From an optimization exercise on the open Yosys and OpenROAD flow, aimed at a short achievable clock period, few clock cycles per item and low power; shortcuts taken in it are not production practice.
In this exercise RTL edits were held to simulation tests only and were not proved equivalent to the original.

==> 12-25: inputs <==
## backend_top
module backend_top (
  input  logic        clk_i,
  input  logic        rst_ni,
  input  logic        fetch_valid_i,
  output logic        fetch_ready_o,
  input  logic [31:0] fetch_instr_i,
  output logic        commit_valid_o,
  output logic [37:0] commit_o
);
export LEC_CHECK = 0
export CAP_MARGIN = 20
export CORE_MARGIN = 2
export CORE_UTILIZATION = 40
export SLEW_MARGIN = 20
create_clock -name core_clock -period 12.0 [get_ports {clk_i}]
standard.sh (not shown) runs the stock make flow with config.mk's settings and CLKGATE_MAP_FILE= SYNTH_SCRIPT=/design/flow/synth_recipe.tcl, a recipe that flattens the netlist after the stock synthesis.
==> flow/flow/run.sh <==
#!/bin/bash
set -e
export SETUP_SLACK_MARGIN=8.4
export BUFFER_PORTS_ARGS="-buffer_cell sky130_fd_sc_hd__buf_4"
bash standard.sh > standard_flow.log 2>&1
==> 06-09: changes against 12-25 <==
--- a/flow/design.v
+++ b/flow/design.v
@@ -165,45 +165,53 @@
   assign row2_o = l4[2];
   assign row3_o = l4[3];
 endmodule
 `default_nettype wire
 `default_nettype none
 module backend_issue (
-  input  logic        clk_i,
-  input  logic        rst_ni,
-  input  logic        fetch_valid_i,
-  output logic        fetch_ready_o,
-  input  logic [31:0] fetch_instr_i,
-  input  logic        consume_i,
-  output logic        valid_o,
-  output logic [31:0] instr_o
+  input  logic                       clk_i,
+  input  logic                       rst_ni,
+  input  logic                       fetch_valid_i,
+  output logic                       fetch_ready_o,
+  input  logic [31:0]                fetch_instr_i,
+  input  logic                       issue_i,      
+  input  logic                       id_wr_i,      
+  input  logic [5-1:0] id_rd_i,
+  input  logic                       id_is_mul_i,
+  output logic                       valid_o,
+  output logic [31:0]                instr_o
 );
   logic        hv_q;
   logic [31:0] h_q;
-  logic        sv_q;
-  logic [31:0] s_q;
+  logic        ready_q;
   logic        h_load;
-  assign fetch_ready_o = !sv_q;
-  assign h_load        = !hv_q || consume_i;
+  logic        next_stalls;
+  backend_pkg::decoded_instr_t next;
+  backend_decoder next_decoder_inst (
+    .instr_i   (fetch_instr_i),
+    .decoded_o (next)
+  );
+  assign next_stalls = id_wr_i && (id_is_mul_i || next.is_mul) &&
+                       ((next.use_rs1 && next.rs1 == id_rd_i) ||
+                        (next.use_rs2 && next.rs2 == id_rd_i));
+  assign fetch_ready_o = ready_q;
+  assign h_load        = !hv_q || issue_i;
   always_ff @(posedge clk_i or negedge rst_ni) begin
     if (!rst_ni) begin
-      hv_q <= 1'b0;
-      sv_q <= 1'b0;
-    end else if (h_load) begin
-      hv_q <= sv_q || fetch_valid_i;
-      sv_q <= 1'b0;
-    end else if (!sv_q) begin
-      sv_q <= fetch_valid_i;
+      hv_q    <= 1'b0;
+      ready_q <= 1'b1;
+    end else begin
+      if (h_load) begin
+        hv_q <= fetch_valid_i && ready_q;
+      end
+      ready_q <= !(issue_i && fetch_valid_i && next_stalls);
     end
   end
   always_ff @(posedge clk_i) begin
     if (h_load) begin
-      h_q <= sv_q ? s_q : fetch_instr_i;
-    end
-    if (!h_load && !sv_q) begin
-      s_q <= fetch_instr_i;
+      h_q <= fetch_instr_i;
     end
   end
   assign valid_o = hv_q;
   assign instr_o = h_q;
 endmodule
 `default_nettype wire
@@ -278,23 +286,26 @@
   localparam int AW = 5;
   backend_pkg::commit_t commit_s;
   assign commit_o = commit_s;
   logic        id_valid;
   logic [31:0] id_instr;
   logic        id_consume;
+  backend_pkg::decoded_instr_t dec;
   backend_issue fetch_inst (
     .clk_i         (clk_i),
     .rst_ni        (rst_ni),
     .fetch_valid_i (fetch_valid_i),
     .fetch_ready_o (fetch_ready_o),
     .fetch_instr_i (fetch_instr_i),
-    .consume_i     (id_consume),
+    .issue_i       (id_consume),
+    .id_wr_i       (dec.wr),
+    .id_rd_i       (dec.rd),
+    .id_is_mul_i   (dec.is_mul),
     .valid_o       (id_valid),
     .instr_o       (id_instr)
   );
-  backend_pkg::decoded_instr_t dec;
   backend_decoder decoder_inst (
     .instr_i   (id_instr),
     .decoded_o (dec)
   );
   logic [W-1:0]  rdata_a;
   logic [W-1:0]  rdata_b;
--- a/flow/config.mk
+++ b/flow/config.mk
@@ -5,7 +5,10 @@
 export SDC_FILE = /design/flow/constraint.sdc
 export NUM_CORES = 4
 export LEC_CHECK = 0
 export CAP_MARGIN = 20
 export CORE_MARGIN = 2
 export CORE_UTILIZATION = 40
+export CTS_BUF_LIST = sky130_fd_sc_hd__clkbuf_16
+export CTS_CLUSTER_DIAMETER = 100
+export CTS_CLUSTER_SIZE = 25
 export SLEW_MARGIN = 20
==> 06-14: changes against 12-25 <==
--- a/flow/design.v
+++ b/flow/design.v
@@ -98,13 +98,12 @@
   assign rdata_a_o = regs_all[raddr_a_i];
   assign rdata_b_o = regs_all[raddr_b_i];
 endmodule
 `default_nettype wire
 `default_nettype none
 module backend_multiplier (
-  input  logic                     enable_i,
   input  logic [32-1:0] operand_a_i,
   input  logic [32-1:0] operand_b_i,
   output logic [32-1:0] row0_o,
   output logic [32-1:0] row1_o,
   output logic [32-1:0] row2_o,
   output logic [32-1:0] row3_o
@@ -125,21 +124,19 @@
   logic [W-1:0]       negs;
   assign b_ext = {operand_b_i, 1'b0};
   for (genvar j = 0; j < W / 2; j++) begin : g_pp
     logic [2:0]   bits;
     logic         one;
     logic         two;
-    logic         neg;
     logic [W-1:0] m;
     assign bits    = b_ext[2*j+2:2*j];
-    assign one     = enable_i && (bits[1] ^ bits[0]);
-    assign two     = enable_i && ((bits == 3'b100) || (bits == 3'b011));
-    assign neg     = enable_i && bits[2];
+    assign one     = bits[1] ^ bits[0];
+    assign two     = (bits == 3'b100) || (bits == 3'b011);
     assign m       = ({W{one}} & operand_a_i) | ({W{two}} & (operand_a_i << 1));
-    assign pp[j]   = (m ^ {W{neg}}) << (2 * j);
-    assign negs[2*j]   = neg;
+    assign pp[j]   = (m ^ {W{bits[2]}}) << (2 * j);
+    assign negs[2*j]   = bits[2];
     assign negs[2*j+1] = 1'b0;
   end
   assign pp[16] = negs;
   for (genvar g = 0; g < 5; g++) begin : g_l1
     assign l1[2*g]   = csa_s(pp[3*g], pp[3*g+1], pp[3*g+2]);
     assign l1[2*g+1] = csa_c(pp[3*g], pp[3*g+1], pp[3*g+2]);
@@ -216,13 +213,12 @@
   input  logic                       use_rd_i,
   input  logic                       wr_i,
   input  logic [32-1:0]   row0_i,
   input  logic [32-1:0]   row1_i,
   input  logic [32-1:0]   row2_i,
   input  logic [32-1:0]   row3_i,
-  output logic [32-1:0]   result_o,
   output logic                       valid_o,
   output logic                       wr_o,
   output logic [5-1:0] rd_o,
   output logic [32-1:0]   data_o,
   output logic                       commit_valid_o,
   output backend_pkg::commit_t       commit_o
@@ -248,15 +244,14 @@
     end
   end
   always_ff @(posedge clk_i) begin
     wr_q     <= wr_i;
     use_rd_q <= use_rd_i;
     rd_q     <= rd_i;
-    data_q   <= result_o;
+    data_q   <= s + c;
   end
-  assign result_o = s + c;
   assign valid_o = cv_q;
   assign wr_o    = cv_q && wr_q;
   assign rd_o    = rd_q;
   assign data_o  = data_q;
   assign commit_valid_o  = cv_q;
   assign commit_o.rd     = rd_q;
@@ -322,22 +317,23 @@
   logic          ex_sel_and_q;
   logic          ex_sel_or_q;
   logic          ex_sel_xor_q;
   logic [W-1:0]  ex_a_q;
   logic [W-1:0]  ex_b_q;
   logic          ex_a_fm_q;    
+  logic          ex_a_fc_q;    
   logic          ex_b_fm_q;
+  logic          ex_b_fc_q;
   logic          mx_valid_q;
   logic          mx_wr_q;
   logic          mx_use_rd_q;
   logic [AW-1:0] mx_rd_q;
   logic [W-1:0]  mx_row0_q;
   logic [W-1:0]  mx_row1_q;
   logic [W-1:0]  mx_row2_q;
   logic [W-1:0]  mx_row3_q;
-  logic [W-1:0]  mx_result;
   logic a_in_ex, a_in_mx, a_in_c;
   logic b_in_ex, b_in_mx, b_in_c;
   logic stall;
   logic issue;
   assign a_in_ex = ex_valid_q && ex_wr_q && ex_rd_q == dec.rs1;
   assign a_in_mx = mx_valid_q && mx_wr_q && mx_rd_q == dec.rs1;
@@ -363,43 +359,47 @@
     ex_is_mul_q  <= dec.is_mul;
     ex_sel_sum_q <= dec.sel_sum;
     ex_sub_q     <= dec.sub;
     ex_sel_and_q <= dec.sel_and;
     ex_sel_or_q  <= dec.sel_or;
     ex_sel_xor_q <= dec.sel_xor;
-    ex_a_q       <= a_in_mx ? mx_result : a_in_c ? c_data : rdata_a;
+    ex_a_q       <= a_in_c ? c_data : rdata_a;
     ex_a_fm_q    <= a_in_ex;
+    ex_a_fc_q    <= !a_in_ex && a_in_mx;
     if (dec.is_addi) begin
       ex_b_q    <= dec.imm;
       ex_b_fm_q <= 1'b0;
+      ex_b_fc_q <= 1'b0;
     end else begin
-      ex_b_q    <= b_in_mx ? mx_result : b_in_c ? c_data : rdata_b;
+      ex_b_q    <= b_in_c ? c_data : rdata_b;
       ex_b_fm_q <= b_in_ex;
+      ex_b_fc_q <= !b_in_ex && b_in_mx;
     end
   end
   logic [W-1:0] op_a;
   logic [W-1:0] op_b;
   logic [W-1:0] sum;
-  logic [W:0]   sum_ext;
   logic [W-1:0] alu_result;
   logic [W-1:0] mul_row0;
   logic [W-1:0] mul_row1;
   logic [W-1:0] mul_row2;
   logic [W-1:0] mul_row3;
-  assign op_a = ex_a_fm_q ? mx_row0_q : ex_a_q;
-  assign op_b = ex_b_fm_q ? mx_row0_q : ex_b_q;
-  assign sum_ext = {op_a, 1'b1} + {op_b ^ {W{ex_sub_q}}, ex_sub_q};
-  assign sum     = sum_ext[W:1];
+  logic [W-1:0] mul_a;
+  logic [W-1:0] mul_b;
+  assign op_a = ex_a_fm_q ? mx_row0_q : ex_a_fc_q ? c_data : ex_a_q;
+  assign op_b = ex_b_fm_q ? mx_row0_q : ex_b_fc_q ? c_data : ex_b_q;
+  assign mul_a = ex_a_fc_q ? c_data : ex_a_q;
+  assign mul_b = ex_b_fc_q ? c_data : ex_b_q;
+  assign sum = op_a + (ex_sub_q ? ~op_b : op_b) + W'(ex_sub_q);
   assign alu_result = ({W{ex_sel_sum_q}} & sum)
                     | ({W{ex_sel_and_q}} & (op_a & op_b))
                     | ({W{ex_sel_or_q}}  & (op_a | op_b))
                     | ({W{ex_sel_xor_q}} & (op_a ^ op_b));
   backend_multiplier multiplier_inst (
-    .enable_i    (ex_is_mul_q),
-    .operand_a_i (ex_a_q),
-    .operand_b_i (ex_b_q),
+    .operand_a_i (mul_a),
+    .operand_b_i (mul_b),
     .row0_o      (mul_row0),
     .row1_o      (mul_row1),
     .row2_o      (mul_row2),
     .row3_o      (mul_row3)
   );
   always_ff @(posedge clk_i or negedge rst_ni) begin
@@ -410,29 +410,28 @@
     end
   end
   always_ff @(posedge clk_i) begin
     mx_wr_q     <= ex_wr_q;
     mx_use_rd_q <= ex_use_rd_q;
     mx_rd_q     <= ex_rd_q;
-    mx_row0_q   <= mul_row0 | alu_result;
-    mx_row1_q   <= mul_row1;
-    mx_row2_q   <= mul_row2;
-    mx_row3_q   <= mul_row3;
+    mx_row0_q   <= ex_is_mul_q ? mul_row0 : alu_result;
+    mx_row1_q   <= {W{ex_is_mul_q}} & mul_row1;
+    mx_row2_q   <= {W{ex_is_mul_q}} & mul_row2;
+    mx_row3_q   <= {W{ex_is_mul_q}} & mul_row3;
   end
   backend_commit commit_inst (
     .clk_i          (clk_i),
     .rst_ni         (rst_ni),
     .valid_i        (mx_valid_q),
     .rd_i           (mx_rd_q),
     .use_rd_i       (mx_use_rd_q),
     .wr_i           (mx_wr_q),
     .row0_i         (mx_row0_q),
     .row1_i         (mx_row1_q),
     .row2_i         (mx_row2_q),
     .row3_i         (mx_row3_q),
-    .result_o       (mx_result),
     .valid_o        (c_valid),
     .wr_o           (c_wr),
     .rd_o           (c_rd),
     .data_o         (c_data),
     .commit_valid_o (commit_valid_o),
     .commit_o       (commit_s)
==> flow/flow/run.sh (replaced) <==
#!/bin/bash
set -e
export SETUP_SLACK_MARGIN=8.4
bash standard.sh > standard_flow.log 2>&1
==> notes <==
First-iteration DRC count, highest first: 06-09, 12-25, 06-14. The lowest fmax belongs to 06-14, the highest to 06-09. Clock skew, highest first: 06-09, 06-14, 12-25. Against 12-25, the hold slack of 06-09 is higher by 0.0033 ns.
Testbench counts of 12-25, summed over its fixed seeds: cycles 25,512, instructions 24,248.
Testbench counts of 06-09, summed over its fixed seeds: cycles 25,512, instructions 24,248.
Testbench counts of 06-14, summed over its fixed seeds: cycles 25,512, instructions 24,248.

[port drivers added, routing unchanged]
No port has a modelled driver above. Below, the same layouts with a new extraction and two added sets of constraints.
Step 1 assumes that a clkbuf_16 drives the clock port and a buf_2 every other input.
Step 2 moves the port delays by t, midway between the first and last clock arrival at a register: inputs arrive t later, outputs are due t later. That takes back most of the time a late clock gives input paths.
a / b / c = ideal ports / drivers / drivers and shift; a / b = the first two.
run	t, ns	setup WS [ns]	clock arrival spread, ns	worst data-port slew with drivers (ns)
12-25	0.857	7.468 / 7.468 / 7.468	0.049 / 0.048	0.04
06-09	0.826	7.795 / 7.795 / 7.781	0.077 / 0.077	0.04
06-14	0.859	7.168 / 7.168 / 7.168	0.053 / 0.052	0.05
After both steps setup and hold are still met in every run listed. The setup slack of 06-09, which loses most, moves by 0.000 ns with the drivers and by -0.014 ns with both steps.
